From an optimization exercise on the open Yosys and OpenROAD flow, aimed at small area and a short achievable clock period; shortcuts taken in it are not production practice.
At most, simulation tests tie the RTL to the original design; equivalence was not proved.
No functional check of the RTL was part of run 6.
Power and IR drop assume default switching activity.

===== design/flow/config.mk =====
export PLATFORM = sky130hd
export DESIGN_NAME = video_subsystem
export DESIGN_NICKNAME = video_subsystem
export VERILOG_FILES = /design/flow/design.v
export SDC_FILE = /design/flow/constraint.sdc
export NUM_CORES = 4
export LEC_CHECK = 0
export CAP_MARGIN = 20
export CORE_MARGIN = 2
export CORE_UTILIZATION = 55
export CTS_CLUSTER_DIAMETER = 80
export CTS_CLUSTER_SIZE = 24
export SETUP_SLACK_MARGIN = 2.85
export SLEW_MARGIN = 20

===== design/flow/constraint.sdc =====
create_clock -name core_clock -period 5.0 [get_ports {cpu_clk_g}]
set_input_delay 1.0000 -clock core_clock [delete_from_list [all_inputs] [get_ports {cpu_clk_g}]]
set_output_delay 1.0000 -clock core_clock [all_outputs]
set_load 0.01 [all_outputs]

===== design/flow/design.v =====
package video_pkg;
   localparam int FRAME_SEL_W = 6;
   localparam int LINE_W      = 10;
   localparam int BEAT_W      = 8;
   localparam int ADDR_W      = 31;
   localparam int PIX_W       = 24;
   function automatic logic [4:0] inc5(input logic [4:0] v);
      logic carry;
      carry = 1'b1;
      for (int i = 0; i < 5; i++) begin
         inc5[i] = v[i] ^ carry;
         carry   = carry & v[i];
      end
   endfunction
   function automatic logic [4:0] dec5(input logic [4:0] v);
      logic borrow;
      borrow = 1'b1;
      for (int i = 0; i < 5; i++) begin
         dec5[i] = v[i] ^ borrow;
         borrow  = borrow & !v[i];
      end
   endfunction
endpackage
`timescale 1ns/1ps
module pixel_fifo #(
   parameter int FIFO_BEATS = 16
) (
   input  logic         cpu_clk_g,
   input  logic         rst,
   input  logic [127:0] din,
   input  logic         wr_en,
   input  logic         rd_en,
   output logic [23:0]  dout,
   output logic         valid,
   output logic         beat_done
);
   localparam int PTR_W = $clog2(FIFO_BEATS);
   localparam int CNT_W = $clog2(FIFO_BEATS + 1);
   localparam int PW    = video_pkg::PIX_W;
   logic [PW-1:0]      mem [4*FIFO_BEATS];
   logic [FIFO_BEATS-1:0] wsel;
   logic [FIFO_BEATS-1:0] wsel_nx;
   logic [FIFO_BEATS-1:0] wen;
   logic                  full_nx;
   logic [CNT_W-1:0]   count;
   logic               full_q;
   logic [4*FIFO_BEATS-1:0] rsel;
   logic [1:0]         nlane;
   logic [PW-1:0]      head_q;
   logic               valid_q;
   logic               pop;
   logic               hold;
   logic               take_din;
   logic               take_mem;
   logic [CNT_W-1:0]   count_inc;
   logic [CNT_W-1:0]   count_dec;
   logic               head_last;
   logic               one_left;
   logic [PW-1:0]      next_pix;
   assign pop       = valid_q && rd_en;
   assign head_last = (nlane == 2'd0);
   assign beat_done = pop && head_last;
   assign one_left  = (count == CNT_W'(1)) && head_last;
   always_comb begin
      next_pix = '0;
      for (int j = 0; j < 4*FIFO_BEATS; j++) begin
         next_pix = next_pix | (mem[j] & {PW{rsel[j]}});
      end
   end
   assign dout  = head_q;
   assign valid = valid_q;
   always_ff @(posedge cpu_clk_g) begin
      for (int b = 0; b < FIFO_BEATS; b++) begin
         if (wen[b]) begin
            for (int k = 0; k < 4; k++) begin
               mem[4*b+k] <= din[32*k +: PW];
            end
         end
      end
   end
   assign hold     = valid_q && !pop;
   assign take_din = !valid_q || (pop && one_left);
   assign take_mem = pop && !one_left;
   always_ff @(posedge cpu_clk_g) begin
      head_q <= ({PW{hold}} & head_q) | ({PW{take_din}} & din[PW-1:0])
              | ({PW{take_mem}} & next_pix);
   end
   assign wsel_nx   = wr_en ? {wsel[FIFO_BEATS-2:0], wsel[FIFO_BEATS-1]} : wsel;
   assign full_nx   = beat_done ? 1'b0 : (full_q || (wr_en && count == CNT_W'(FIFO_BEATS - 1)));
   assign count_inc = video_pkg::inc5(count);
   assign count_dec = video_pkg::dec5(count);
   always_ff @(posedge cpu_clk_g) begin
      if (rst) begin
         wsel    <= FIFO_BEATS'(1);
         wen     <= FIFO_BEATS'(1);
         count   <= '0;
         full_q  <= 1'b0;
         rsel    <= (4*FIFO_BEATS)'(2);
         nlane   <= 2'd1;
         valid_q <= 1'b0;
      end else begin
         wsel    <= wsel_nx;
         wen     <= wsel_nx & {FIFO_BEATS{!full_nx}};
         full_q  <= full_nx;
         if (pop) begin
            rsel  <= {rsel[4*FIFO_BEATS-2:0], rsel[4*FIFO_BEATS-1]};
            nlane <= nlane + 2'd1;
         end
         if (wr_en && !beat_done) begin
            count <= count_inc;
         end else if (!wr_en && beat_done) begin
            count <= count_dec;
         end
         valid_q <= wr_en || !(count == '0 || (count == CNT_W'(1) && beat_done));
      end
   end
endmodule
`timescale 1ns/1ps
module pixel_feeder #(
   parameter int H_PIXELS   = 800,
   parameter int V_LINES    = 600,
   parameter int FIFO_BEATS = 16
) (
   input  logic                 cpu_clk_g,
   input  logic                 rst,
   output logic                 cmd_req,
   input  logic                 cmd_grant,
   output logic                 req_nx,
   output logic [23:0]          addr_nx,
   input  logic                 rdf_valid,
   input  logic [127:0]         rdf_dout,
   output logic [23:0]          video,
   output logic                 video_valid,
   input  logic                 video_ready,
   input  logic [5:0]           gp_frame,
   input  logic                 gp_trigger,
   output logic                 frame_interrupt
);
   localparam int BW       = video_pkg::BEAT_W;
   localparam int LW       = video_pkg::LINE_W;
   localparam int CREDIT_W = $clog2(FIFO_BEATS + 1);
   logic                fetch_q;
   logic [5:0]          frame;
   logic [LW-1:0]       line;
   logic [BW-1:0]       beat;
   logic [5:0]          frame_nx;
   logic [LW-1:0]       line_nx;
   logic [BW-1:0]       beat_nx;
   logic [CREDIT_W-1:0] credit;
   logic                last_beat;
   logic                last_line;
   logic                fetch_wrap;
   logic [5:0]          swap_frame;
   logic                swap_pend;
   logic                beat_done;
   logic                at_max;
   logic [CREDIT_W-1:0] credit_inc;
   logic [CREDIT_W-1:0] credit_dec;
   logic                below_max;
   assign last_beat  = (beat == BW'(H_PIXELS / 4 - 1));
   assign last_line  = (line == LW'(V_LINES - 1));
   assign fetch_wrap = cmd_grant && last_beat && last_line;
   assign at_max     = (credit == CREDIT_W'(FIFO_BEATS));
   assign below_max  = (credit == CREDIT_W'(FIFO_BEATS - 1));
   assign credit_inc = video_pkg::inc5(credit);
   assign credit_dec = video_pkg::dec5(credit);
   assign cmd_req = fetch_q;
   assign req_nx  = beat_done || !(at_max || (below_max && cmd_grant));
   always_comb begin
      beat_nx = beat;
      line_nx = line;
      if (cmd_grant) begin
         beat_nx = last_beat ? '0 : beat + BW'(1);
         if (last_beat) begin
            line_nx = last_line ? '0 : line + LW'(1);
         end
      end
   end
   assign frame_nx = (fetch_wrap && swap_pend) ? swap_frame : frame;
   assign addr_nx  = {frame_nx, line_nx, beat_nx};
   always_ff @(posedge cpu_clk_g) begin
      if (rst) begin
         fetch_q         <= 1'b0;
         credit          <= '0;
         beat            <= '0;
         line            <= '0;
         frame           <= 6'd1;
         swap_pend       <= 1'b0;
         frame_interrupt <= 1'b0;
      end else begin
         fetch_q         <= req_nx;
         if (cmd_grant && !beat_done) begin
            credit <= credit_inc;
         end else if (!cmd_grant && beat_done) begin
            credit <= credit_dec;
         end
         frame_interrupt <= fetch_wrap;
         beat            <= beat_nx;
         line            <= line_nx;
         frame           <= frame_nx;
         swap_pend <= gp_trigger || (swap_pend && !fetch_wrap);
      end
   end
   always_ff @(posedge cpu_clk_g) begin
      if (gp_trigger) begin
         swap_frame <= gp_frame;
      end
   end
   pixel_fifo #(
      .FIFO_BEATS (FIFO_BEATS)
   ) pixel_fifo_i (
      .cpu_clk_g (cpu_clk_g),
      .rst       (rst),
      .din       (rdf_dout),
      .wr_en     (rdf_valid),
      .rd_en     (video_ready),
      .dout      (video),
      .valid     (video_valid),
      .beat_done (beat_done)
   );
endmodule
`timescale 1ns/1ps
module fill_engine #(
   parameter int H_PIXELS = 800,
   parameter int V_LINES  = 600
) (
   input  logic                 cpu_clk_g,
   input  logic                 rst,
   input  logic                 fill_start,
   input  logic [5:0]           fill_frame,
   input  logic [23:0]          fill_color,
   output logic                 cmd_req,
   input  logic                 cmd_grant,
   output logic                 req_nx,
   output logic [23:0]          addr_nx,
   output logic [23:0]          color_nx,
   output logic                 fill_done
);
   localparam int BW = video_pkg::BEAT_W;
   localparam int LW = video_pkg::LINE_W;
   logic          run_q;
   logic          done_q;
   logic          idle;
   logic          start;
   logic [5:0]    frame_q;
   logic [23:0]   color_q;
   logic [BW-1:0] beat;
   logic [LW-1:0] line;
   logic [BW-1:0] beat_nx;
   logic [LW-1:0] line_nx;
   logic [5:0]    frame_nx;
   logic          last_beat;
   logic          last_line;
   logic          fin;
   assign idle      = !run_q && !done_q;
   assign start     = idle && fill_start;
   assign last_beat = (beat == BW'(H_PIXELS / 4 - 1));
   assign last_line = (line == LW'(V_LINES - 1));
   assign fin       = cmd_grant && last_beat && last_line;
   assign cmd_req   = run_q;
   assign fill_done = done_q;
   always_comb begin
      beat_nx = beat;
      line_nx = line;
      if (cmd_grant) begin
         beat_nx = last_beat ? '0 : beat + BW'(1);
         if (last_beat) begin
            line_nx = last_line ? '0 : line + LW'(1);
         end
      end
   end
   assign frame_nx = start ? fill_frame : frame_q;
   assign color_nx = start ? fill_color : color_q;
   assign req_nx   = run_q ? !fin : start;
   assign addr_nx  = {frame_nx, line_nx, beat_nx};
   always_ff @(posedge cpu_clk_g) begin
      if (rst) begin
         run_q  <= 1'b0;
         done_q <= 1'b0;
         beat   <= '0;
         line   <= '0;
      end else begin
         run_q  <= req_nx;
         done_q <= run_q && fin;
         beat   <= beat_nx;
         line   <= line_nx;
      end
   end
   always_ff @(posedge cpu_clk_g) begin
      frame_q <= frame_nx;
      color_q <= color_nx;
   end
endmodule
`timescale 1ns/1ps
module frame_mem_arbiter (
   input  logic         cpu_clk_g,
   input  logic         rst,
   input  logic         feed_req,
   input  logic         feed_req_nx,
   input  logic [23:0]  feed_addr_nx,
   output logic         feed_grant,
   input  logic         fill_req,
   input  logic         fill_req_nx,
   input  logic [23:0]  fill_addr_nx,
   input  logic [23:0]  fill_color_nx,
   output logic         fill_grant,
   input  logic         af_full,
   output logic         af_wr_en,
   output logic         af_op,
   output logic [23:0]  af_addr,
   output logic [23:0]  af_wpix
);
   logic last_fill;
   logic last_fill_nx;
   logic pick_fill;
   logic pick_fill_nx;
   logic any_req;
   assign fill_grant   = !af_full && pick_fill;
   assign feed_grant   = !af_full && feed_req && !pick_fill;
   assign af_wr_en     = !af_full && any_req;
   assign last_fill_nx = (!af_full && (feed_req || fill_req)) ? pick_fill : last_fill;
   assign pick_fill_nx = fill_req_nx && !(feed_req_nx && last_fill_nx);
   always_ff @(posedge cpu_clk_g) begin
      if (rst) begin
         last_fill <= 1'b0;
         pick_fill <= 1'b0;
         any_req   <= 1'b0;
      end else begin
         last_fill <= last_fill_nx;
         pick_fill <= pick_fill_nx;
         any_req   <= feed_req_nx || fill_req_nx;
      end
   end
   always_ff @(posedge cpu_clk_g) begin
      af_op   <= !pick_fill_nx;
      af_addr <= pick_fill_nx ? fill_addr_nx : feed_addr_nx;
      af_wpix <= pick_fill_nx ? fill_color_nx : 24'd0;
   end
endmodule
`timescale 1ns/1ps
module video_subsystem #(
   parameter int H_PIXELS   = 800,
   parameter int V_LINES    = 600,
   parameter int FIFO_BEATS = 16
) (
   input  logic               cpu_clk_g,
   input  logic               rst,
   input  logic               af_full,
   output logic               af_wr_en,
   output logic               af_op,
   output logic [30:0]        af_addr_din,
   output logic [127:0]       wdf_din,
   input  logic               rdf_valid,
   input  logic [127:0]       rdf_dout,
   output logic               rdf_rd_en,
   output logic [23:0]        video,
   output logic               video_valid,
   input  logic               video_ready,
   input  logic [5:0]         gp_frame,
   input  logic               gp_trigger,
   output logic               frame_interrupt,
   input  logic               fill_start,
   input  logic [5:0]         fill_frame,
   input  logic [23:0]        fill_color,
   output logic               fill_done
);
   logic        feeder_req;
   logic        feeder_req_nx;
   logic [23:0] feeder_addr_nx;
   logic        feeder_grant;
   logic        fill_req;
   logic        fill_req_nx;
   logic [23:0] fill_addr_nx;
   logic [23:0] fill_color_nx;
   logic        fill_grant;
   logic [23:0] addr;
   logic [23:0] wpix;
   assign rdf_rd_en   = 1'b1;
   assign af_addr_din = {6'b0, addr, 1'b0};
   assign wdf_din     = {4{8'h00, wpix}};
   pixel_feeder #(
      .H_PIXELS   (H_PIXELS),
      .V_LINES    (V_LINES),
      .FIFO_BEATS (FIFO_BEATS)
   ) pixel_feeder_i (
      .cpu_clk_g       (cpu_clk_g),
      .rst             (rst),
      .cmd_req         (feeder_req),
      .cmd_grant       (feeder_grant),
      .req_nx          (feeder_req_nx),
      .addr_nx         (feeder_addr_nx),
      .rdf_valid       (rdf_valid),
      .rdf_dout        (rdf_dout),
      .video           (video),
      .video_valid     (video_valid),
      .video_ready     (video_ready),
      .gp_frame        (gp_frame),
      .gp_trigger      (gp_trigger),
      .frame_interrupt (frame_interrupt)
   );
   fill_engine #(
      .H_PIXELS (H_PIXELS),
      .V_LINES  (V_LINES)
   ) fill_engine_i (
      .cpu_clk_g  (cpu_clk_g),
      .rst        (rst),
      .fill_start (fill_start),
      .fill_frame (fill_frame),
      .fill_color (fill_color),
      .cmd_req    (fill_req),
      .cmd_grant  (fill_grant),
      .req_nx     (fill_req_nx),
      .addr_nx    (fill_addr_nx),
      .color_nx   (fill_color_nx),
      .fill_done  (fill_done)
   );
   frame_mem_arbiter frame_mem_arbiter_i (
      .cpu_clk_g     (cpu_clk_g),
      .rst           (rst),
      .feed_req      (feeder_req),
      .feed_req_nx   (feeder_req_nx),
      .feed_addr_nx  (feeder_addr_nx),
      .feed_grant    (feeder_grant),
      .fill_req      (fill_req),
      .fill_req_nx   (fill_req_nx),
      .fill_addr_nx  (fill_addr_nx),
      .fill_color_nx (fill_color_nx),
      .fill_grant    (fill_grant),
      .af_full       (af_full),
      .af_wr_en      (af_wr_en),
      .af_op         (af_op),
      .af_addr       (addr),
      .af_wpix       (wpix)
   );
endmodule

===== design/flow/flow/run.sh =====
#!/bin/bash
# The standard layout (standard.sh), with the port buffers inserted as
# sky130_fd_sc_hd__buf_1 instead of the default delay-cell buffer. Every
# port still gets its own buffer; the resizer may upsize them later.
set -o pipefail
export BUFFER_PORTS_ARGS="-buffer_cell sky130_fd_sc_hd__buf_1"
bash standard.sh > standard.log 2>&1

===== design/flow/standard.sh =====
#!/bin/bash
# synth_recipe.tcl (not shown) runs the flow's synth.tcl, then flattens the netlist and writes it again
# the make line also repeats each setting of config.mk as NAME=value (left out here)
make -C /OpenROAD-flow-scripts/flow DESIGN_CONFIG=/design/flow/config.mk WORK_HOME=/design/flow/orfs CLKGATE_MAP_FILE= SYNTH_SCRIPT=/design/flow/synth_recipe.tcl "${@:-finish}"

==> results of run 1 <==
==> metrics by stage <==
step                      std cells  hold slack, ns
after floorplan                3806           0.411
after global placement         5335           0.423
after detailed placement       5336           0.430
after CTS                      5550           0.421
after global routing           5614           0.425
final                          5624           0.446
==> worst max-delay path by stage <==
| stage | start | endpoint | slack, ns | cells past startpoint |
|---|---|---|---|---|
| after detailed placement | af_full | frame_mem_arbiter_i.af_addr[12] | 1.83 | 7 |
| after global placement | af_full | frame_mem_arbiter_i.af_addr[12] | 1.84 | 7 |
| after global routing | af_full | af_wr_en | 2.64 | 3 |
| after floorplan | af_full | frame_mem_arbiter_i.af_addr[12] | 2.38 | 8 |
| after CTS | af_full | af_wr_en | 2.64 | 3 |
| final | af_full | af_wr_en | 2.65 | 3 |
==> layout make-up <==
cell class	count	area share (%)
flip-flops and latches	1805	71.5
multi-input cells	1625	16.4
repair buffers	488	5.88
clock buffers	142	3.31
well taps	1524	2.62
clock inverters	11	0.155
inverters	17	0.0946
diodes	12	0.0413
==> power by group <==
part / internal [mW] / switching (mW) / total (mW) / leakage [nW]
combinational: 0.536 / 0.830 / 1.37 / 6.16
sequential: 16.6 / 0.213 / 16.8 / 16.2
clock: 3.38 / 4.64 / 8.02 / 1.21
total: 20.5 / 5.68 / 26.2 / 23.6
==> repair_timing <==
| item | 4_1_cts | 5_1_grt |
|---|---|---|
| cloned | 2 | 2 |
| buffers inserted | 59 | 60 |
| resized for setup | 459 | 80 |
| endpoints found under the setup margin | 234 | 235 |
| pin swaps | 7 | 16 |
==> synth_stat cells (4+ instances only) <==
cell type	number	share of area, %
a21oi_1	88	0.68
a221oi_1	384	5.2
a22o_1	384	5.2
a22oi_1	29	0.34
a31oi_1	5	0.048
and2_1	5	0.048
and3_1	12	0.12
buf_1	9	0.052
buf_2	4	0.031
buf_4	112	1.3
clkbuf_1	235	1.4
dfxtp_1	263	8.1
edfxtp_1	1542	71
ha_1	7	0.14
inv_1	16	0.093
mux2i_1	52	0.80
nand2_1	227	1.3
nand2b_1	4	0.039
nand3_1	12	0.093
nand4_1	104	1.0
nor2_1	75	0.43
nor2b_1	32	0.31
nor3_1	30	0.23
nor4_1	29	0.28
o21ai_0	36	0.28
or3_1	5	0.048
xnor2_1	15	0.20
xor2_1	13	0.18
==> cell families after synthesis <==
kind of cell	synth area share, %
AOI/OAI and AO/OA	11.9
other	0.0116
buffers and inverters	2.91
DFF	79.6
muxes	0.827
xor gates and xnor gates	0.379
adders and majority gates	0.135
and+or+nand+nor	4.23
==> worst register-to-register path: stages, from the launching register on <==
cell and delay [ns]:
dfxtp_4 0.65, a22o_1 0.38, a221oi_1 0.23, nand4_1 0.24, nor4_4 0.42, o21ai_0 0.14
==> state kept, by name (all words and copies together) (netlist names), 2 cells and up <==
name	cells
pixel_feeder_i.pixel_fifo_i.rsel	64
fill_engine_i.beat	8
pixel_feeder_i.pixel_fifo_i.wen	16
pixel_feeder_i.pixel_fifo_i.mem	1536
pixel_feeder_i.pixel_fifo_i.wsel	16
frame_mem_arbiter_i.af_addr	24
pixel_feeder_i.frame	6
pixel_feeder_i.pixel_fifo_i.nlane	2
pixel_feeder_i.pixel_fifo_i.head_q	24
pixel_feeder_i.line	10
fill_engine_i.color_q	24
pixel_feeder_i.beat	8
fill_engine_i.line	10
frame_mem_arbiter_i.af_wpix	24
pixel_feeder_i.swap_frame	6
pixel_feeder_i.pixel_fifo_i.count	5
pixel_feeder_i.credit	5
fill_engine_i.frame_q	6
==> routing by layer <==
layer  GRT usage [%]  wire length [um]  vias up
li1                -                 -    15695
met1            49.2             79300    21029
met2            60.2            108000     3559
met3            8.94             32800      726
met4            17.3             14000       16
met5               0               113        -
==> results.json, run 1 <==
{
  "final_util_pct": 62.4,
  "antenna_found_initial": 22,
  "postRouteAntennaNets": 0,
  "critPathRequiredTime_ns": 4.00,
  "dieWidth_um": 347,
  "cp_slowest_cell": "nor2b_4",
  "power_density_mw_per_mm2": 360,
  "syn-instance-count": 3768,
  "p_leak_nw": 23.6,
  "path_buf_inv": 2,
  "rsz0062_at_grt": "yes",
  "critPathMaxStageDelay_ns": 0.13,
  "reg2reg_slack_ns": 2.80,
  "endpoint_kind": "output pin",
  "htree_levels": 3,
  "drc": 0,
  "hpwl_um": 113000,
  "maxSlewViolCount": 0,
  "crit_chain": "buf_12 -> nor2b_4 -> buf_6",
  "worst-path-max-fanout": 2,
  "path_clk_slew_ns": 0.09,
  "grt-ovfl-total": 0,
  "crit_path_start_kind": "input port",
  "ff_latch_area_mm2": 0.0520,
  "cts_buffers": 86,
  "nets": 4201,
  "setup_viol": 0,
  "synth_edf_count": 1542,
  "fin_crit_sh_pct": 47.1,
  "synthFlopType": "edfxtp_1",
  "outcome": "complete, no violations",
  "yosysWarningCount": 5,
  "rr_startpoint": "pixel_feeder_i.pixel_fifo_i.rsel[53]",
  "synth.avg_cell_area_um2": 17.2,
  "place_congestion": 0.831,
  "holdPathEnd": "pixel_feeder_i.swap_frame[4]",
  "multi_input_area_mm2": 0.0119,
  "synthDistinctLibCells": 54,
  "layout_setup_ws_ns": 2.65,
  "io_pins": 360,
  "r2r-end": "pixel_feeder_i.pixel_fifo_i.head_q[1]",
  "tns_ns": 0,
  "initial_core_util_pct": 55.6,
  "die_h_um": 347,
  "async_reset_ff_share_pct": 0,
  "grt_max_degree": 97,
  "cts_max_path_buffers": 3,
  "slew_headroom_pct": 21.8,
  "critPathKind": "in -> out",
  "final_cell_area_mm2": 0.0727,
  "worstHoldPathCells": 1,
  "grt_pass1_vias": 38501,
  "drt-total-wl_um": 235000,
  "cp_top_family": "buffers and inverters",
  "fmax_mhz": 425,
  "port_buffers": 287,
  "period_needed_ns": 2.35,
  "drive_gt1_share_pct": 16.0,
  "dp_slack_ns": 1.83,
  "cts_num_sinks": 1805,
  "finalHoldViolations": 0,
  "insertion_delay_ns": 0.73,
  "max_cap_viol_count": 0,
  "worstRegToRegCells": 5,
  "cts_hold_buf": 0,
  "mostFrequentLayoutCell": "edfxtp_1",
  "avgRoutedWirePerCell_um": 41.7,
  "via_per_inst": 7.29,
  "first_pass_iters": 7,
  "dpl_cell_area_mm2": 0.0671,
  "hp-start": "gp_frame[4]",
  "syn_area_mm2": 0.0648,
  "skew_ns": 0.0348,
  "fillCellCount": 8302,
  "area.growth.synth_to_final_pct": 12.3,
  "final_cell_mix": "edfxtp_1 (1542), a22o_1 (384), a221oi_1 (377)",
  "min_path_type": "in -> reg",
  "dieArea_mm2": 0.121,
  "dr.first_iter.drc_count": 6949,
  "row_count": 125,
  "num_vias": 41025,
  "fp.coreArea_mm2": 0.117,
  "cts_tree": "built",
  "clock-root-buffer": "clkbuf_16",
  "tightest_slew_ns": 1.17,
  "synth-seq-area-share_pct": 79.6,
  "crit_arrival_ns": 1.35,
  "grt_usage_pct": 37.7,
  "grt_pass1_wl_um": 312000,
  "ys_ff_latch": 1805,
  "irDropWorstVdd_v": 0.000330,
  "p_total_mw": 26.2
}
==> run 2: changes to the inputs <==
--- a/design/flow/config.mk
+++ b/design/flow/config.mk
@@ -7,8 +7,8 @@
 export LEC_CHECK = 0
 export CAP_MARGIN = 20
 export CORE_MARGIN = 2
-export CORE_UTILIZATION = 55
+export CORE_UTILIZATION = 70
 export CTS_CLUSTER_DIAMETER = 80
 export CTS_CLUSTER_SIZE = 24
-export SETUP_SLACK_MARGIN = 2.85
+export SETUP_SLACK_MARGIN = 2.7
 export SLEW_MARGIN = 20
==> run 2 against run 1 <==
  * Area after synthesis stayed put
  * Clock-buffer cell count is 5 higher
  * Die area is 21% lower
  * Worst hold slack worse by 0.0017 ns
  * Cell count is 7.6% lower
  * Final area is 4.2% lower
  * Worst setup slack worse by 0.036 ns
  * Register-to-register slack worse by 0.19 ns
  * Clock power is 2% lower
  * Still clean
  * Sequential share of layout area is 2.8 points higher
==> results.json, run 2 <==
{
  "outcome": "complete, no violations",
  "layout_setup_ws_ns": 2.61,
  "fillCellCount": 5318,
  "synth_top_family_by_area": "compound AO/OA/AOI/OAI gates",
  "area.growth.synth_to_final_pct": 7.52,
  "finalHoldViolations": 0,
  "htree_levels": 3,
  "critPathRequiredTime_ns": 5.55,
  "synthDistinctLibCells": 54,
  "grt_max_degree": 97,
  "max_cap_viol_count": 0,
  "irDropWorstVdd_v": 0.000381,
  "num_vias": 40768,
  "drive_gt1_share_pct": 9.38,
  "netlist_top_cells_area": "edfxtp_1 (71%), dfxtp_1 (8.1%), a221oi_1 (5.2%)",
  "port_buffers": 287,
  "period_needed_ns": 2.39,
  "grt-ovfl-total": 0,
  "insertion_delay_ns": 0.72,
  "initial_core_util_pct": 70.7,
  "min_path_type": "reg -> reg",
  "nets": 4108,
  "rsz0062_at_grt": "yes",
  "final_util_pct": 76.0,
  "grt_pass1_wl_um": 292000,
  "skew_ns": 0.0310,
  "dieWidth_um": 308,
  "avgRoutedWirePerCell_um": 41.5,
  "hpwl_um": 110000,
  "mostFrequentLayoutCell": "edfxtp_1",
  "cts_tree": "built",
  "clock-root-buffer": "clkbuf_16",
  "postRouteAntennaNets": 0,
  "first_pass_iters": 8,
  "final_cell_mix": "edfxtp_1 (1542), a22o_1 (384), a221oi_1 (383)",
  "drc": 0,
  "cts_max_path_buffers": 3,
  "maxSlewViolCount": 0,
  "endpoint_kind": "flip-flop",
  "path_clk_slew_ns": 0.10,
  "syn-instance-count": 3768,
  "drt-total-wl_um": 216000,
  "largest_reg_flops": 1536,
  "io_pins": 360,
  "synth_compound_area_share_pct": 11.9,
  "dp_slack_ns": 1.90,
  "synthAdderAreaFrac_pct": 0.135,
  "ys_ff_latch": 1805,
  "crit_path_start_kind": "flip-flop",
  "power_density_mw_per_mm2": 369,
  "yosysMostFrequentCell": "edfxtp_1",
  "hold-worst-slack_ns": 0.445,
  "regMostFlops": "pixel_feeder_i.pixel_fifo_i.mem",
  "synth-simple-area-share_pct": 4.23,
  "critPathKind": "reg -> reg",
  "synth-xor-area-share_pct": 0.379,
  "tightest_slew_ns": 1.19,
  "slew_headroom_pct": 20.6,
  "p_leak_nw": 22.3,
  "antenna_found_initial": 9,
  "placed_cells": 5014,
  "fp.coreArea_mm2": 0.0917,
  "grt_usage_pct": 45.3,
  "setup_viol": 0,
  "worstHoldPathCells": 2,
  "row_count": 111,
  "synthMuxAreaShare_pct": 0.827,
  "synth_edf_count": 1542,
  "synth.avg_cell_area_um2": 17.2,
  "cts_buffers": 85,
  "tns_ns": 0,
  "die_h_um": 308,
  "final_cells": 5194,
  "synth-seq-area-share_pct": 79.6,
  "worst-path-max-fanout": 14,
  "synth_top_cell_area_share_pct": 71.5,
  "place_congestion": 0.861,
  "worstRegToRegCells": 6,
  "syn_area_mm2": 0.0648,
  "reg.largest.list": "pixel_feeder_i.pixel_fifo_i.mem (1536), pixel_feeder_i.pixel_fifo_i.rsel (64)",
  "async_reset_ff_share_pct": 0,
  "grt_pass1_vias": 38075,
  "via_per_inst": 7.85,
  "dieArea_mm2": 0.0950,
  "dr.first_iter.drc_count": 7925,
  "synthFlopType": "edfxtp_1",
  "cts_num_sinks": 1805,
  "yosysWarningCount": 5,
  "fin_crit_sh_pct": 47.8,
  "fmax_mhz": 418,
  "crit_arrival_ns": 2.94,
  "synth.top_cells.by_count": "edfxtp_1 (1542), a221oi_1 (384), a22o_1 (384)",
  "synth_area_leader_cell": "edfxtp_1",
  "multi_input_area_mm2": 0.0116,
  "ff_latch_area_mm2": 0.0518
}
[run 2: cell counts after synthesis]
No cell type changed its count.
[run 2: area by class of cell]
type,count,area share [%]
Sequential cell,1805,74.3
Multi-Input combinational cell,1623,16.7
Clock buffer,147,3.48
Timing Repair Buffer,398,3.16
Tap cell,1186,2.13
Inverter,17,0.0988
Clock inverter,6,0.0970
Antenna cell,12,0.0431
[run 2: per-stage QoR]
stage / power (mW) / instance area, um2
2_1_floorplan: 17.6 / 65000
3_3_place_gp: 18.1 / 66700
3_5_place_dp: 18.1 / 66700
4_1_cts: 25.6 / 69400
5_1_grt: 26.2 / 69600
6_report: 25.7 / 69700
[run 2: cells by family (layout without fill, tap and decap cells)]
family	after synthesis	after routing
AO/OA/AOI/OAI	938	940
buffers and inverters	380	568
flip-flops	1805	1805
XOR/XNOR	28	28
AND/OR/NAND/NOR	555	555
other	2	52
adder cells (fa/ha/maj)	7	7
multiplexers	53	53
[run 2: where the power goes]
part           switching [mW]  internal, mW  total (mW)  leakage [nW]
clock                    4.50          3.35        7.85          1.19
combinational           0.770         0.300        1.07          4.92
sequential              0.205          16.6        16.8          16.2
[run 2: path summary, 6_finish.rpt]
check	slack, ns	end	start
worst max-delay path	2.61	pixel_feeder_i.pixel_fifo_i.head_q[18]	pixel_feeder_i.pixel_fifo_i.rsel[47]
worst min-delay path	0.44	fill_engine_i.color_q[0]	fill_engine_i.color_q[0]
worst max register to register	2.61	pixel_feeder_i.pixel_fifo_i.head_q[18]	pixel_feeder_i.pixel_fifo_i.rsel[47]
worst min register to register	0.44	fill_engine_i.color_q[0]	fill_engine_i.color_q[0]
[run 2: repair_timing]
item / CTS / global route
setup buffers: 3 / 9
setup endpoints to repair: 88 / 85
gates cloned: 2 / 0
gates resized for setup: 39 / 65
pin swaps: 1 / 0
hold buffers: 0 / 0
[run 2: metal layers]
layer	track usage, %	share of wire (%)	wire length (um)	vias up
met5	0	0.032	69	-
met4	25.3	7.2	15500	8
met3	13.8	17	36600	902
met2	68.4	45	96300	4171
met1	59.6	31	67200	20227
li1	-	-	-	15460
[run 2: critical path, cell delays in order, from the launching register on]
cell and delay, ns:
dfxtp_2 0.53, buf_4 0.40, a22o_1 0.27, a221oi_1 0.48
nand4_1 0.18, nor4_1 0.26, o21ai_0 0.11
==> run 3: changes to the inputs <==
--- a/design/flow/config.mk
+++ b/design/flow/config.mk
@@ -7,8 +7,9 @@
 export LEC_CHECK = 0
 export CAP_MARGIN = 20
 export CORE_MARGIN = 2
-export CORE_UTILIZATION = 70
+export CORE_UTILIZATION = 55
 export CTS_CLUSTER_DIAMETER = 80
 export CTS_CLUSTER_SIZE = 24
 export SETUP_SLACK_MARGIN = 2.7
 export SLEW_MARGIN = 20
+export TNS_END_PERCENT = 20
==> run 3 against run 2 <==
  * Still clean
  * Worst hold slack better by 0.00061 ns
  * Clock power up 1%
  * Flip-flop and latch count unchanged
  * Wire length up 4.5%
  * Sequential share of layout area down 0.13 points
  * Sequential power about the same
  * Critical endpoint is now pixel_feeder_i.pixel_fifo_i.head_q[5]
  * Clock-buffer cell count down 5
==> results.json, run 3 <==
{
  "grt-ovfl-total": 0,
  "setup_viol": 0,
  "cts_buffers": 86,
  "worst-path-max-fanout": 17,
  "reg.largest.list": "pixel_feeder_i.pixel_fifo_i.mem (1536), pixel_feeder_i.pixel_fifo_i.rsel (64)",
  "grt_max_degree": 97,
  "nets": 4088,
  "worstHoldPathCells": 2,
  "period_needed_ns": 2.35,
  "num_vias": 40149,
  "syn-instance-count": 3768,
  "synth.avg_cell_area_um2": 17.2,
  "r2r-end": "pixel_feeder_i.pixel_fifo_i.head_q[5]",
  "largest_reg_flops": 1536,
  "mostFrequentLayoutCell": "edfxtp_1",
  "synthAdderAreaFrac_pct": 0.135,
  "synth_area_leader_cell": "edfxtp_1",
  "regMostFlops": "pixel_feeder_i.pixel_fifo_i.mem",
  "row_count": 125,
  "crit_path_start_kind": "flip-flop",
  "syn_area_mm2": 0.0648,
  "synth-xor-area-share_pct": 0.379,
  "ys_ff_latch": 1805,
  "drt-total-wl_um": 225000,
  "maxSlewViolCount": 0,
  "outcome": "complete, no violations",
  "insertion_delay_ns": 0.72,
  "cts_tree": "built",
  "finalHoldViolations": 0,
  "hpwl_um": 114000,
  "synthDistinctLibCells": 54,
  "max_cap_viol_count": 0,
  "rr_startpoint": "pixel_feeder_i.pixel_fifo_i.rsel[43]",
  "min_path_type": "reg -> reg",
  "fin_crit_sh_pct": 47.0,
  "synth-seq-area-share_pct": 79.6,
  "hp-start": "fill_engine_i.color_q[4]",
  "synth-simple-area-share_pct": 4.23,
  "clock-root-buffer": "clkbuf_16",
  "path_clk_slew_ns": 0.09,
  "fmax_mhz": 425,
  "slew_headroom_pct": 17.5,
  "initial_core_util_pct": 55.6,
  "place_congestion": 0.834,
  "first_pass_iters": 6,
  "yosysMostFrequentCell": "edfxtp_1",
  "synthMuxAreaShare_pct": 0.827,
  "dr.first_iter.drc_count": 6680,
  "synth_edf_count": 1542,
  "htree_levels": 3,
  "crit_arrival_ns": 2.92,
  "area.growth.synth_to_final_pct": 7.84,
  "tns_ns": 0,
  "skew_ns": 0.0295,
  "irDropWorstVdd_v": 0.000327,
  "rsz0062_at_grt": "yes",
  "drc": 0,
  "reg2reg_slack_ns": 2.65,
  "cts_num_sinks": 1805,
  "yosysWarningCount": 5,
  "holdPathEnd": "fill_engine_i.color_q[4]",
  "netlist_top_cells_area": "edfxtp_1 (71%), dfxtp_1 (8.1%), a221oi_1 (5.2%)",
  "synth.top_cells.by_count": "edfxtp_1 (1542), a221oi_1 (384), a22o_1 (384)",
  "grt_pass1_vias": 37824,
  "antenna_found_initial": 14,
  "worstRegToRegCells": 6,
  "endpoint_kind": "flip-flop",
  "dieArea_mm2": 0.121,
  "async_reset_ff_share_pct": 0,
  "synth_compound_area_share_pct": 11.9,
  "fillCellCount": 8576,
  "drive_gt1_share_pct": 7.60,
  "dieWidth_um": 347,
  "grt_usage_pct": 37.0,
  "synthFlopType": "edfxtp_1",
  "final_cell_mix": "edfxtp_1 (1542), a22o_1 (384), a221oi_1 (384)",
  "fp.coreArea_mm2": 0.117,
  "port_buffers": 287,
  "critPathKind": "reg -> reg",
  "critPathRequiredTime_ns": 5.57,
  "synth_top_cell_area_share_pct": 71.5,
  "cts_max_path_buffers": 3,
  "via_per_inst": 7.29,
  "tightest_slew_ns": 1.24,
  "postRouteAntennaNets": 0,
  "final_util_pct": 60.0,
  "io_pins": 360,
  "avgRoutedWirePerCell_um": 41.0,
  "power_density_mw_per_mm2": 369,
  "p_leak_nw": 22.1,
  "grt_pass1_wl_um": 307000,
  "synth_top_family_by_area": "compound AO/OA/AOI/OAI gates",
  "die_h_um": 347
}
## run 3: cell counts after synthesis
No cell type changed its count.
## run 3: kinds of logic (layout without fill, tap and decap cells)
| kind of cell | Yosys count | after routing |
|---|---|---|
| DFF | 1805 | 1805 |
| AOI/OAI and AO/OA | 938 | 940 |
| buffers and inverters | 380 | 545 |
| other | 2 | 47 |
| muxes | 53 | 53 |
| xor gates and xnor gates | 28 | 28 |
| adders and majority gates | 7 | 7 |
| and+or+nand+nor | 555 | 555 |
## run 3: power by group
part / leakage (nW) / switching, mW / internal [mW]
Sequential: 16.2 / 0.193 / 16.6
Clock: 1.18 / 4.57 / 3.36
Combinational: 4.70 / 0.777 / 0.287
Total: 22.1 / 5.54 / 20.2
## run 3: worst max-delay path by stage
stage                                                     from                                endpoint  slack, ns  cells after the start
after floorplan             pixel_feeder_i.pixel_fifo_i.wen[6]  pixel_feeder_i.pixel_fifo_i.mem[24][0]       2.16                      0
after global placement                             video_ready      pixel_feeder_i.pixel_fifo_i.wen[0]       1.84                      6
after detailed placement                           video_ready      pixel_feeder_i.pixel_fifo_i.wen[0]       1.68                      6
after CTS                 pixel_feeder_i.pixel_fifo_i.rsel[30]   pixel_feeder_i.pixel_fifo_i.head_q[1]       2.49                      6
after global routing       pixel_feeder_i.pixel_fifo_i.valid_q                             video_valid       2.63                      1
final                     pixel_feeder_i.pixel_fifo_i.rsel[43]   pixel_feeder_i.pixel_fifo_i.head_q[5]       2.65                      6
## run 3: layout make-up
class / count / area [um2] / area share (%)
Clock inverter: 9 / 87.6 / 0.125
Antenna cell: 7 / 17.5 / 0.0251
Clock buffer: 142 / 2380 / 3.41
Inverter: 17 / 68.8 / 0.0985
Tap cell: 1524 / 1910 / 2.73
Timing Repair Buffer: 377 / 1980 / 2.84
Sequential cell: 1805 / 51800 / 74.2
Multi-Input combinational cell: 1623 / 11600 / 16.6
## run 3: routing by layer
| metal | vias up | part of all wire, % | track usage (%) | wire (um) |
|---|---|---|---|---|
| li1 | 15426 | - | - | - |
| met2 | 3349 | 47 | 59.9 | 106000 |
| met4 | 18 | 4.8 | 14.6 | 10900 |
| met3 | 607 | 13 | 7.14 | 29300 |
| met1 | 20749 | 35 | 49.9 | 79200 |
| met5 | - | 0.053 | 0 | 119 |
## run 3: timing repair
item / 4_1_cts / 5_1_grt
setup endpoints to repair: 125 / 93
resized for setup: 25 / 42
hold buffers: 0 / 0
setup buffers: 7 / 1
cloned: 2 / 0
pin swaps: 2 / 0
## run 3: through the flow
stage	worst slack, ns	hold slack (ns)	total power [mW]	std cells	area (um2)
after floorplan	2.16	0.411	17.6	3806	64900
after global placement	1.84	0.427	18.1	5336	67000
after detailed placement	1.68	0.426	18.1	5336	67000
after CTS	2.49	0.445	25.8	5496	69700
after global routing	2.63	0.461	26.4	5498	69800
final	2.65	0.445	25.8	5504	69900
## run 3: worst max-delay path, stage by stage (launching register included)
cell      delay, ns
dfxtp_2        0.50
buf_6          0.33
a22o_1         0.27
a221oi_1       0.31
nand4_1        0.22
nor4_2         0.44
o21ai_0        0.13
==> run 4: changes to the inputs <==
--- a/design/flow/config.mk
+++ b/design/flow/config.mk
@@ -12,4 +12,3 @@
 export CTS_CLUSTER_SIZE = 24
 export SETUP_SLACK_MARGIN = 2.7
 export SLEW_MARGIN = 20
-export TNS_END_PERCENT = 20
==> run 4 against run 3 <==
  * Still clean on timing, DRC and antenna
  * Register-to-register slack better by 0.04 ns
  * Synthesized cell count unchanged
  * Combinational power hardly changed
  * Worst hold slack better by 0.0038 ns
  * Maximum frequency shrank 0.30%
  * Wire length is 0.42% higher
  * First-iteration DRC count fell by 0.81%
  * Cell count rose by 0.16%
  * Area after synthesis stayed put
  * Clock skew is 0.0049 ns higher
  * Largest power group unchanged
  * Highest routed layer unchanged
==> results.json, run 4 <==
{
  "fmax_mhz": 424,
  "die_h_um": 347,
  "path_clk_slew_ns": 0.09,
  "cts_buffers": 85,
  "grt-ovfl-total": 0,
  "drc": 0,
  "rsz0062_at_grt": "yes",
  "netlist_top_cells_area": "edfxtp_1 (71%), dfxtp_1 (8.1%), a221oi_1 (5.2%)",
  "first_pass_iters": 5,
  "synth-seq-area-share_pct": 79.6,
  "mostFrequentLayoutCell": "edfxtp_1",
  "synth_compound_area_share_pct": 11.9,
  "maxSlewViolCount": 0,
  "regMostFlops": "pixel_feeder_i.pixel_fifo_i.mem",
  "crit_chain": "buf_8 -> nor2b_1 -> buf_2",
  "area.growth.synth_to_final_pct": 8.07,
  "syn-instance-count": 3768,
  "path_buf_inv": 2,
  "power_density_mw_per_mm2": 367,
  "async_reset_ff_share_pct": 0,
  "final_cells": 5513,
  "synth-simple-area-share_pct": 4.23,
  "dr.first_iter.drc_count": 6626,
  "ys_ff_latch": 1805,
  "synth_edf_count": 1542,
  "crit_path_start_kind": "input port",
  "drt-total-wl_um": 226000,
  "synth_top_cell_area_share_pct": 71.5,
  "avgRoutedWirePerCell_um": 41.1,
  "htree_levels": 3,
  "postRouteAntennaNets": 0,
  "skew_ns": 0.0344,
  "row_count": 125,
  "synth_area_leader_cell": "edfxtp_1",
  "num_vias": 40196,
  "via_per_inst": 7.29,
  "dieArea_mm2": 0.121,
  "place_congestion": 0.840,
  "yosysMostFrequentCell": "edfxtp_1",
  "final_cell_mix": "edfxtp_1 (1542), a22o_1 (384), a221oi_1 (384)",
  "dieWidth_um": 347,
  "cts_max_path_buffers": 3,
  "io_pins": 360,
  "cts_num_sinks": 1805,
  "antenna_found_initial": 15,
  "cp_slowest_cell": "buf_2",
  "synth-xor-area-share_pct": 0.379,
  "critPathMaxStageDelay_ns": 0.15,
  "grt_pass1_vias": 37860,
  "largest_reg_flops": 1536,
  "synthAdderAreaFrac_pct": 0.135,
  "synth.top_cells.by_count": "edfxtp_1 (1542), a221oi_1 (384), a22o_1 (384)",
  "initial_core_util_pct": 55.6,
  "synth.avg_cell_area_um2": 17.2,
  "nets": 4093,
  "max_cap_viol_count": 0,
  "finalHoldViolations": 0,
  "drive_gt1_share_pct": 8.49,
  "fp.coreArea_mm2": 0.117,
  "synthFlopType": "edfxtp_1",
  "hpwl_um": 112000,
  "period_needed_ns": 2.36,
  "min_path_type": "reg -> reg",
  "clock-root-buffer": "clkbuf_16",
  "crit_arrival_ns": 1.36,
  "grt_usage_pct": 37.1,
  "insertion_delay_ns": 0.71,
  "cp_top_family": "buffers and inverters",
  "worst-path-max-fanout": 2,
  "final_util_pct": 60.1,
  "irDropWorstVdd_v": 0.000372,
  "p_leak_nw": 22.2,
  "tns_ns": 0,
  "critPathKind": "in -> out",
  "cts_hold_buf": 0,
  "critPathRequiredTime_ns": 4.00,
  "grt_max_degree": 97,
  "port_buffers": 287,
  "synthMuxAreaShare_pct": 0.827,
  "fin_crit_sh_pct": 47.2,
  "slew_headroom_pct": 19.1,
  "synthDistinctLibCells": 54,
  "synth_top_family_by_area": "compound AO/OA/AOI/OAI gates",
  "yosysWarningCount": 5,
  "placed_cells": 5330,
  "syn_area_mm2": 0.0648,
  "outcome": "complete, no violations",
  "setup_viol": 0,
  "reg.largest.list": "pixel_feeder_i.pixel_fifo_i.mem (1536), pixel_feeder_i.pixel_fifo_i.rsel (64)",
  "cts_tree": "built",
  "tightest_slew_ns": 1.21,
  "endpoint_kind": "output pin",
  "grt_pass1_wl_um": 308000
}
-- run 4: cell families after synthesis --
group / Yosys count
simple gates: 555
buf+inv: 380
flops: 1805
compound gates: 938
other cells: 2
mux: 53
fa+ha+maj: 7
xor+xnor: 28
-- run 4: path summary, 6_finish.rpt --
check / slack [ns] / start / cells after the start / endpoint
worst min register to register: 0.45 / fill_engine_i.color_q[7] / 2 / fill_engine_i.color_q[7]
worst min-delay path: 0.45 / fill_engine_i.color_q[7] / 2 / fill_engine_i.color_q[7]
worst max register to register: 2.69 / pixel_feeder_i.pixel_fifo_i.rsel[20] / 6 / pixel_feeder_i.pixel_fifo_i.head_q[1]
worst max-delay path: 2.64 / af_full / 3 / af_wr_en
-- run 4: repair_timing --
item	CTS	global route
gates resized for setup	61	41
endpoints found under the setup margin	105	62
endpoints found under the hold margin	0	0
pin swaps	1	2
gates cloned	2	1
buffers inserted	6	12
-- run 4: metrics by stage --
| step | setup WS, ns | area, um2 | hold WS (ns) | power [mW] |
|---|---|---|---|---|
| after floorplan | 2.38 | 65000 | 0.411 | 17.6 |
| after global routing | 2.62 | 70000 | 0.465 | 26.3 |
| after CTS | 2.64 | 69700 | 0.440 | 25.7 |
| final | 2.64 | 70000 | 0.449 | 25.7 |
| after detailed placement | 1.90 | 67000 | 0.427 | 18.1 |
| after global placement | 1.96 | 67000 | 0.425 | 18.1 |
-- run 4: per-layer routing --
layer	share of wire (%)	track usage, %	vias up
met5	0.048	0	-
met4	5.4	16.4	16
met3	13	7.89	645
met2	47	59.3	3416
met1	35	49.4	20656
li1	-	-	15463
-- run 4: where the power goes --
group	internal [mW]	leakage (nW)	switching, mW
Combinational	0.291	4.78	0.754
Sequential	16.6	16.2	0.208
Clock	3.31	1.16	4.55
-- run 4: worst register-to-register path, delay by kind of cell (launching register included) --
| family | cells | cell delay [ns] |
|---|---|---|
| compound gates | 3 | 0.61 |
| buf+inv | 1 | 0.35 |
| flops | 1 | 0.59 |
| simple gates | 2 | 0.60 |
-- run 4: cell type report --
type / count / area, um2
antenna: 7 / 17.5
inverter: 17 / 68.8
multi-input combinational: 1624 / 11700
fill: 8584 / 46500
timing repair buffer: 382 / 2050
sequential: 1805 / 51900
clock buffer: 149 / 2410
tap: 1524 / 1910
clock inverter: 5 / 31.3
==> run 5: changes to the inputs <==
--- a/design/flow/config.mk
+++ b/design/flow/config.mk
@@ -8,7 +8,7 @@
 export CAP_MARGIN = 20
 export CORE_MARGIN = 2
 export CORE_UTILIZATION = 55
-export CTS_CLUSTER_DIAMETER = 80
-export CTS_CLUSTER_SIZE = 24
+export CTS_CLUSTER_DIAMETER = 100
+export CTS_CLUSTER_SIZE = 30
 export SETUP_SLACK_MARGIN = 2.7
 export SLEW_MARGIN = 20
==> run 5 against run 4 <==
  * Still clean on timing, DRC and antenna
  * Critical path depth is the same
  * Flip-flop and latch count is the same
  * Register-to-register slack gained 0.02 ns
  * Clock-buffer cell count shrank 31
  * Clock power shrank 8.0%
  * Maximum frequency is essentially flat
  * Critical path type unchanged
  * Worst hold slack gained 0.0021 ns
  * First-iteration DRC count shrank 1.5%
==> results.json, run 5 <==
{
  "postRouteAntennaNets": 0,
  "rsz0062_at_grt": "yes",
  "placed_cells": 5330,
  "fin_crit_sh_pct": 47.2,
  "startpoint": "af_full",
  "cts_max_path_buffers": 3,
  "synth.top_cells.by_count": "edfxtp_1 (1542), a221oi_1 (384), a22o_1 (384)",
  "synthDistinctLibCells": 54,
  "hp-start": "fill_engine_i.color_q[7]",
  "irDropWorstVdd_v": 0.000328,
  "via_per_inst": 7.34,
  "reg2reg_slack_ns": 2.71,
  "final_cell_mix": "edfxtp_1 (1542), a22o_1 (384), a221oi_1 (384)",
  "power_density_mw_per_mm2": 361,
  "cts_num_sinks": 1805,
  "final_cells": 5470,
  "clock-root-buffer": "clkbuf_16",
  "ys_ff_latch": 1805,
  "maxSlewViolCount": 0,
  "grt_pass1_wl_um": 307000,
  "yosysWarningCount": 5,
  "worstRegToRegCells": 6,
  "cp_top_family": "buffers and inverters",
  "r2r-end": "pixel_feeder_i.pixel_fifo_i.head_q[15]",
  "path_clk_slew_ns": 0.11,
  "syn_area_mm2": 0.0648,
  "crit_chain": "buf_8 -> nor2b_1 -> buf_2",
  "num_vias": 40136,
  "grt_max_degree": 97,
  "synth.avg_cell_area_um2": 17.2,
  "async_reset_ff_share_pct": 0,
  "syn-instance-count": 3768,
  "cts_hold_buf": 0,
  "crit_path_start_kind": "input port",
  "worst-path-max-fanout": 2,
  "htree_levels": 3,
  "port_buffers": 287,
  "dieArea_mm2": 0.121,
  "path_buf_inv": 2,
  "dieWidth_um": 347,
  "rr_startpoint": "pixel_feeder_i.pixel_fifo_i.rsel[0]",
  "max_cap_viol_count": 0,
  "netlist_top_cells_area": "edfxtp_1 (71%), dfxtp_1 (8.1%), a221oi_1 (5.2%)",
  "reg.largest.list": "pixel_feeder_i.pixel_fifo_i.mem (1536), pixel_feeder_i.pixel_fifo_i.rsel (64)",
  "endpoint": "af_wr_en",
  "crit_arrival_ns": 1.36,
  "critPathMaxStageDelay_ns": 0.15,
  "grt_usage_pct": 37.0,
  "synth_top_cell_area_share_pct": 71.5,
  "dr.first_iter.drc_count": 6529,
  "yosysMostFrequentCell": "edfxtp_1",
  "tightest_slew_ns": 1.24,
  "critPathKind": "in -> out",
  "row_count": 125,
  "slew_headroom_pct": 17.6,
  "cp.depth": 3,
  "area.growth.synth_to_final_pct": 7.30,
  "finalHoldViolations": 0,
  "largest_reg_flops": 1536,
  "critPathRequiredTime_ns": 4.00,
  "insertion_delay_ns": 0.71,
  "fp.coreArea_mm2": 0.117,
  "io_pins": 360,
  "synth_edf_count": 1542,
  "outcome": "complete, no violations",
  "drc": 0,
  "cts_buffers": 70,
  "nets": 4072,
  "regMostFlops": "pixel_feeder_i.pixel_fifo_i.mem",
  "mostFrequentLayoutCell": "edfxtp_1",
  "setup_viol": 0,
  "cp_slowest_cell": "buf_2",
  "die_h_um": 347,
  "initial_core_util_pct": 55.6,
  "hpwl_um": 112000,
  "place_congestion": 0.840,
  "period_needed_ns": 2.36,
  "min_path_type": "reg -> reg",
  "tns_ns": 0,
  "synthFlopType": "edfxtp_1",
  "synth-seq-area-share_pct": 79.6,
  "avgRoutedWirePerCell_um": 41.4,
  "first_pass_iters": 7,
  "drive_gt1_share_pct": 7.94,
  "endpoint_kind": "output pin",
  "fmax_mhz": 424,
  "grt-ovfl-total": 0,
  "synth_area_leader_cell": "edfxtp_1",
  "antenna_found_initial": 17,
  "drt-total-wl_um": 227000,
  "cts_tree": "built",
  "grt_pass1_vias": 37711,
  "skew_ns": 0.0316,
  "p_leak_nw": 21.9
}
[run 5: cell counts after synthesis]
Identical to the previous run, type by type.
[run 5: worst min path at each step]
stage	slack, ns	to	depth (start not counted)
final	0.45	fill_engine_i.color_q[7]	2
after global routing	0.47	pixel_feeder_i.swap_frame[3]	1
after CTS	0.45	pixel_feeder_i.swap_frame[0]	1
after detailed placement	0.43	fill_engine_i.color_q[0]	2
after global placement	0.42	fill_engine_i.color_q[14]	2
after floorplan	0.41	fill_engine_i.color_q[0]	2
[run 5: cells by family (layout without fill, tap and decap cells)]
logic type / Yosys count / in the layout / share of synthesized area (%)
buffers and inverters: 380 / 513 / 2.91
and+or+nand+nor: 555 / 555 / 4.23
adders and majority gates: 7 / 7 / 0.135
other: 2 / 44 / 0.0116
AOI/OAI and AO/OA: 938 / 941 / 11.9
xor gates and xnor gates: 28 / 28 / 0.379
DFF: 1805 / 1805 / 79.6
muxes: 53 / 53 / 0.827
[run 5: power breakdown]
part           leakage (nW)  internal [mW]  switching, mW
Sequential             16.2           16.6          0.207
Combinational          4.72          0.289          0.751
Clock                 0.967           2.80           4.44
[run 5: cell type report]
type                            instances  area (um2)
Antenna cell                            4        10.0
Clock buffer                          118        2000
Clock inverter                          2        32.5
Fill cell                            8586       47000
Inverter                               17        68.8
Multi-Input combinational cell       1624       11700
Sequential cell                      1805       51900
Tap cell                             1524        1910
Timing Repair Buffer                  376        1980
[run 5: worst min-delay path, delay by kind of cell (launching register included)]
kind,cells,cell delay (ns)
simple gates,2,0.10
flops,1,0.31
[run 5: repair_timing]
action | CTS | global route
setup buffers | 6 | 6
pin swaps | 1 | 2
gates resized for setup | 65 | 31
endpoints found under the setup margin | 111 | 57
cloned | 2 | 1
[run 5: stage by stage]
step | setup slack [ns] | hold WS (ns) | total power [mW] | util (%) | area (um2)
floorplan | 2.38 | 0.411 | 17.6 | - | 65000
global placement | 1.96 | 0.425 | 18.1 | 57.5 | 67000
detailed placement | 1.90 | 0.427 | 18.1 | 57.5 | 67000
CTS | 2.64 | 0.445 | 25.1 | 59.5 | 69300
global route | 2.63 | 0.470 | 25.6 | 59.7 | 69500
finish | 2.64 | 0.451 | 25.1 | 59.7 | 69500
[run 5: layer usage]
metal | routed length, um | up-vias | part of all wire [%] | GRT usage [%]
met1 | 78400 | 20720 | 35 | 49.0
li1 | - | 15368 | - | -
met4 | 12400 | 16 | 5.5 | 15.7
met5 | 104 | - | 0.046 | 0
met3 | 30500 | 656 | 13 | 8.44
met2 | 105000 | 3376 | 46 | 59.5
==> run 6: changes to the inputs <==
--- a/design/flow/design.v
+++ b/design/flow/design.v
@@ -38,9 +38,8 @@
    localparam int CNT_W = $clog2(FIFO_BEATS + 1);
    localparam int PW    = video_pkg::PIX_W;
    logic [PW-1:0]      mem [4*FIFO_BEATS];
-   logic [FIFO_BEATS-1:0] wsel;
-   logic [FIFO_BEATS-1:0] wsel_nx;
    logic [FIFO_BEATS-1:0] wen;
+   logic [FIFO_BEATS-1:0] freed;
    logic                  full_nx;
    logic [CNT_W-1:0]   count;
    logic               full_q;
@@ -85,13 +84,16 @@
       head_q <= ({PW{hold}} & head_q) | ({PW{take_din}} & din[PW-1:0])
               | ({PW{take_mem}} & next_pix);
    end
-   assign wsel_nx   = wr_en ? {wsel[FIFO_BEATS-2:0], wsel[FIFO_BEATS-1]} : wsel;
+   always_comb begin
+      for (int b = 0; b < FIFO_BEATS; b++) begin
+         freed[b] = rsel[4*((b+1)%FIFO_BEATS)];
+      end
+   end
    assign full_nx   = beat_done ? 1'b0 : (full_q || (wr_en && count == CNT_W'(FIFO_BEATS - 1)));
    assign count_inc = video_pkg::inc5(count);
    assign count_dec = video_pkg::dec5(count);
    always_ff @(posedge cpu_clk_g) begin
       if (rst) begin
-         wsel    <= FIFO_BEATS'(1);
          wen     <= FIFO_BEATS'(1);
          count   <= '0;
          full_q  <= 1'b0;
@@ -99,8 +101,13 @@
          nlane   <= 2'd1;
          valid_q <= 1'b0;
       end else begin
-         wsel    <= wsel_nx;
-         wen     <= wsel_nx & {FIFO_BEATS{!full_nx}};
+         if (full_nx) begin
+            wen <= '0;
+         end else if (full_q) begin
+            wen <= freed;
+         end else if (wr_en) begin
+            wen <= {wen[FIFO_BEATS-2:0], wen[FIFO_BEATS-1]};
+         end
          full_q  <= full_nx;
          if (pop) begin
             rsel  <= {rsel[4*FIFO_BEATS-2:0], rsel[4*FIFO_BEATS-1]};
--- a/design/flow/config.mk
+++ b/design/flow/config.mk
@@ -8,7 +8,7 @@
 export CAP_MARGIN = 20
 export CORE_MARGIN = 2
 export CORE_UTILIZATION = 55
-export CTS_CLUSTER_DIAMETER = 100
-export CTS_CLUSTER_SIZE = 30
+export CTS_CLUSTER_DIAMETER = 80
+export CTS_CLUSTER_SIZE = 24
 export SETUP_SLACK_MARGIN = 2.7
 export SLEW_MARGIN = 20
==> run 6 against run 5 <==
  * Still clean
  * Cell count shrank 0.48%
  * First-iteration DRC count is 2.1% lower
  * Area after synthesis is 0.38% lower
  * Largest cell class unchanged
==> results.json, run 6 <==
{
  "grt-ovfl-total": 0,
  "startpoint": "af_full",
  "cts_tree": "built",
  "fin_crit_sh_pct": 47.8,
  "outcome": "complete, no violations",
  "die_h_um": 347,
  "netlist_top_cells_area": "edfxtp_1 (72%), dfxtp_1 (7.7%), a221oi_1 (5.2%)",
  "max_cap_viol_count": 0,
  "mostFrequentLayoutCell": "edfxtp_1",
  "synth_area_leader_cell": "edfxtp_1",
  "hpwl_um": 109000,
  "rr_startpoint": "pixel_feeder_i.pixel_fifo_i.rsel[56]",
  "worstRegToRegCells": 6,
  "crit_path_start_kind": "input port",
  "largest_reg_flops": 1536,
  "p_leak_nw": 22.1,
  "initial_core_util_pct": 55.5,
  "antenna_found_initial": 15,
  "row_count": 125,
  "use_met1_pct": 50.7,
  "yosysWarningCount": 5,
  "met3_usage_pct": 8.74,
  "tightest_slew_ns": 1.14,
  "postRouteAntennaNets": 0,
  "gr-max-usage-layer": "met2",
  "drive_gt1_share_pct": 9.85,
  "synth.avg_cell_area_um2": 17.4,
  "skew_ns": 0.0313,
  "setup_viol": 0,
  "reg2reg_slack_ns": 2.67,
  "power_density_mw_per_mm2": 371,
  "path_clk_slew_ns": 0.09,
  "regMostFlops": "pixel_feeder_i.pixel_fifo_i.mem",
  "worstHoldPathCells": 2,
  "fmax_mhz": 418,
  "synth_top_cell_area_share_pct": 71.8,
  "cts_max_path_buffers": 3,
  "ys_ff_latch": 1789,
  "grt_max_degree": 99,
  "async_reset_ff_share_pct": 0,
  "critPathRequiredTime_ns": 4.00,
  "place_congestion": 0.824,
  "worst-path-max-fanout": 2,
  "via_per_inst": 7.33,
  "grt_pass1_vias": 37479,
  "synth.top_cells.by_count": "edfxtp_1 (1542), a221oi_1 (384), a22o_1 (384)",
  "synth_edf_count": 1542,
  "crit_arrival_ns": 1.39,
  "area.growth.synth_to_final_pct": 8.50,
  "grt_pass1_wl_um": 306000,
  "nets": 4015,
  "synthDistinctLibCells": 62,
  "maxSlewViolCount": 0,
  "first_pass_iters": 6,
  "min_path_type": "reg -> reg",
  "p_total_mw": 26.0,
  "endpoint": "af_wr_en",
  "drc": 0,
  "rsz0062_at_grt": "yes",
  "insertion_delay_ns": 0.72,
  "period_needed_ns": 2.39,
  "final_cell_mix": "edfxtp_1 (1542), a22o_1 (384), a221oi_1 (384)",
  "io_pins": 360,
  "slew_headroom_pct": 24.1,
  "multi_input_area_mm2": 0.0119,
  "fillCellCount": 8436,
  "num_vias": 39929,
  "clock-root-buffer": "clkbuf_16",
  "critPathKind": "in -> out",
  "grt_usage_pct": 37.1,
  "tns_ns": 0,
  "cts_buffers": 86,
  "avgRoutedWirePerCell_um": 41.6,
  "dieWidth_um": 347,
  "dr.first_iter.drc_count": 6389,
  "ff_latch_area_mm2": 0.0516,
  "synthFlopType": "edfxtp_1",
  "htree_levels": 3,
  "synth-seq-area-share_pct": 79.4,
  "finalHoldViolations": 0,
  "dieArea_mm2": 0.120,
  "syn_area_mm2": 0.0645,
  "drt-total-wl_um": 226000,
  "use_met2_pct": 58.0,
  "r2r-end": "pixel_feeder_i.pixel_fifo_i.head_q[22]",
  "yosysMostFrequentCell": "edfxtp_1",
  "reg.largest.list": "pixel_feeder_i.pixel_fifo_i.mem (1536), pixel_feeder_i.pixel_fifo_i.rsel (64)",
  "irDropWorstVdd_v": 0.000289,
  "cts_num_sinks": 1789,
  "fp.coreArea_mm2": 0.116,
  "port_buffers": 287,
  "syn-instance-count": 3709,
  "endpoint_kind": "output pin"
}
[run 6: worst min path at each step]
stage	from	endpoint
after global routing	gp_frame[0]	pixel_feeder_i.swap_frame[0]
after global placement	pixel_feeder_i.pixel_fifo_i.nlane[1]	pixel_feeder_i.pixel_fifo_i.nlane[1]
after detailed placement	fill_engine_i.frame_q[2]	fill_engine_i.frame_q[2]
after CTS	gp_frame[3]	pixel_feeder_i.swap_frame[3]
final	pixel_feeder_i.pixel_fifo_i.nlane[1]	pixel_feeder_i.pixel_fifo_i.nlane[1]
after floorplan	fill_engine_i.frame_q[0]	fill_engine_i.frame_q[0]
[run 6: final cells by class]
class	instances	area share [%]
clock buffer	150	3.64
inverter	14	0.0822
clock inverter	8	0.168
sequential	1789	73.6
antenna	13	0.0465
multi-input combinational	1585	17.0
tap	1524	2.72
timing repair buffer	361	2.75
[run 6: kinds of logic (layout without fill, tap and decap cells)]
group / count (synthesis) / after routing / share of synthesized area, %
mux: 79 / 79 / 1.27
other cells: 2 / 53 / 0.0116
flops: 1789 / 1789 / 79.4
fa+ha+maj: 7 / 7 / 0.136
xor+xnor: 27 / 27 / 0.366
buf+inv: 376 / 533 / 2.92
simple gates: 481 / 481 / 3.85
compound gates: 948 / 951 / 12.0
[run 6: stage by stage]
step | setup WS, ns | utilization [%] | cell area [um2] | hold WS, ns | cells
after floorplan | 2.05 | - | 64900 | 0.424 | 3747
after global placement | 1.86 | 57.5 | 66900 | 0.445 | 5258
after detailed placement | 1.77 | 57.5 | 66900 | 0.447 | 5258
after CTS | 2.62 | 60.1 | 69800 | 0.439 | 5425
after global routing | 2.60 | 60.2 | 70000 | 0.463 | 5434
final | 2.61 | 60.3 | 70000 | 0.460 | 5444
[run 6: layer usage]
metal  up-vias  wire, um
met3       560     30800
met1     20782     80700
met2      3284    104000
li1      15289         -
met5         -        91
met4        14     10400
[run 6: critical path, stage by stage]
cell and delay [ns]:
buf_8 0.09, and2b_1 0.18, buf_2 0.12
[run 6: timing repair]
action / CTS / global route
setup buffers: 7 / 5
pin swaps: 4 / 3
cloned: 2 / 1
hold buffers: 0 / 0
setup endpoints to repair: 100 / 124
gates resized for setup: 54 / 60
[run 6: report_power, final]
part | leakage, nW | switching (mW) | internal, mW | total, mW
Sequential | 16.1 | 0.228 | 16.5 | 16.7
Clock | 1.27 | 4.63 | 3.58 | 8.21
Combinational | 4.73 | 0.751 | 0.327 | 1.08
Total | 22.1 | 5.61 | 20.4 | 26.0

[port drivers added, routing unchanged]
The flow's constraints put no driver on any port. The routed layouts listed below were extracted and timed again, unchanged, in two steps. Step 1 assumes that a clkbuf_16 drives the clock port and a buf_2 every other input. Step 2 adds t to the input delays and takes it off the output delays; t is the mean of the earliest and latest rising clock arrival at the registers after step 1. Input paths then give back, and output paths get back, about the clock's delay inside the block. a / b / c = no drivers / after step 1 / after step 2; a / b = the first two.
run | t (ns) | setup WS [ns] | worst setup path at the end | slew at the worst register clock pin (ns) | worst slew at a driven data input, ns
run 1 | 0.798 | 2.646 / 2.601 / 1.964 | input to register | 0.10 / 0.10 | 0.11
run 2 | 0.775 | 2.610 / 2.610 / 1.953 | input to register | 0.10 / 0.10 | 0.12
run 3 | 0.780 | 2.649 / 2.608 / 1.971 | input to register | 0.10 / 0.10 | 0.13
run 4 | 0.772 | 2.642 / 2.598 / 2.040 | input to register | 0.10 / 0.10 | 0.14
run 5 | 0.770 | 2.641 / 2.598 / 2.048 | input to register | 0.12 / 0.12 | 0.13
run 6 | 0.776 | 2.610 / 2.570 / 1.995 | input to register | 0.10 / 0.10 | 0.12
After both steps every run listed still meets setup and hold. The setup slack of run 1, which loses most, moves by -0.045 ns with the drivers and by -0.682 ns with both steps.
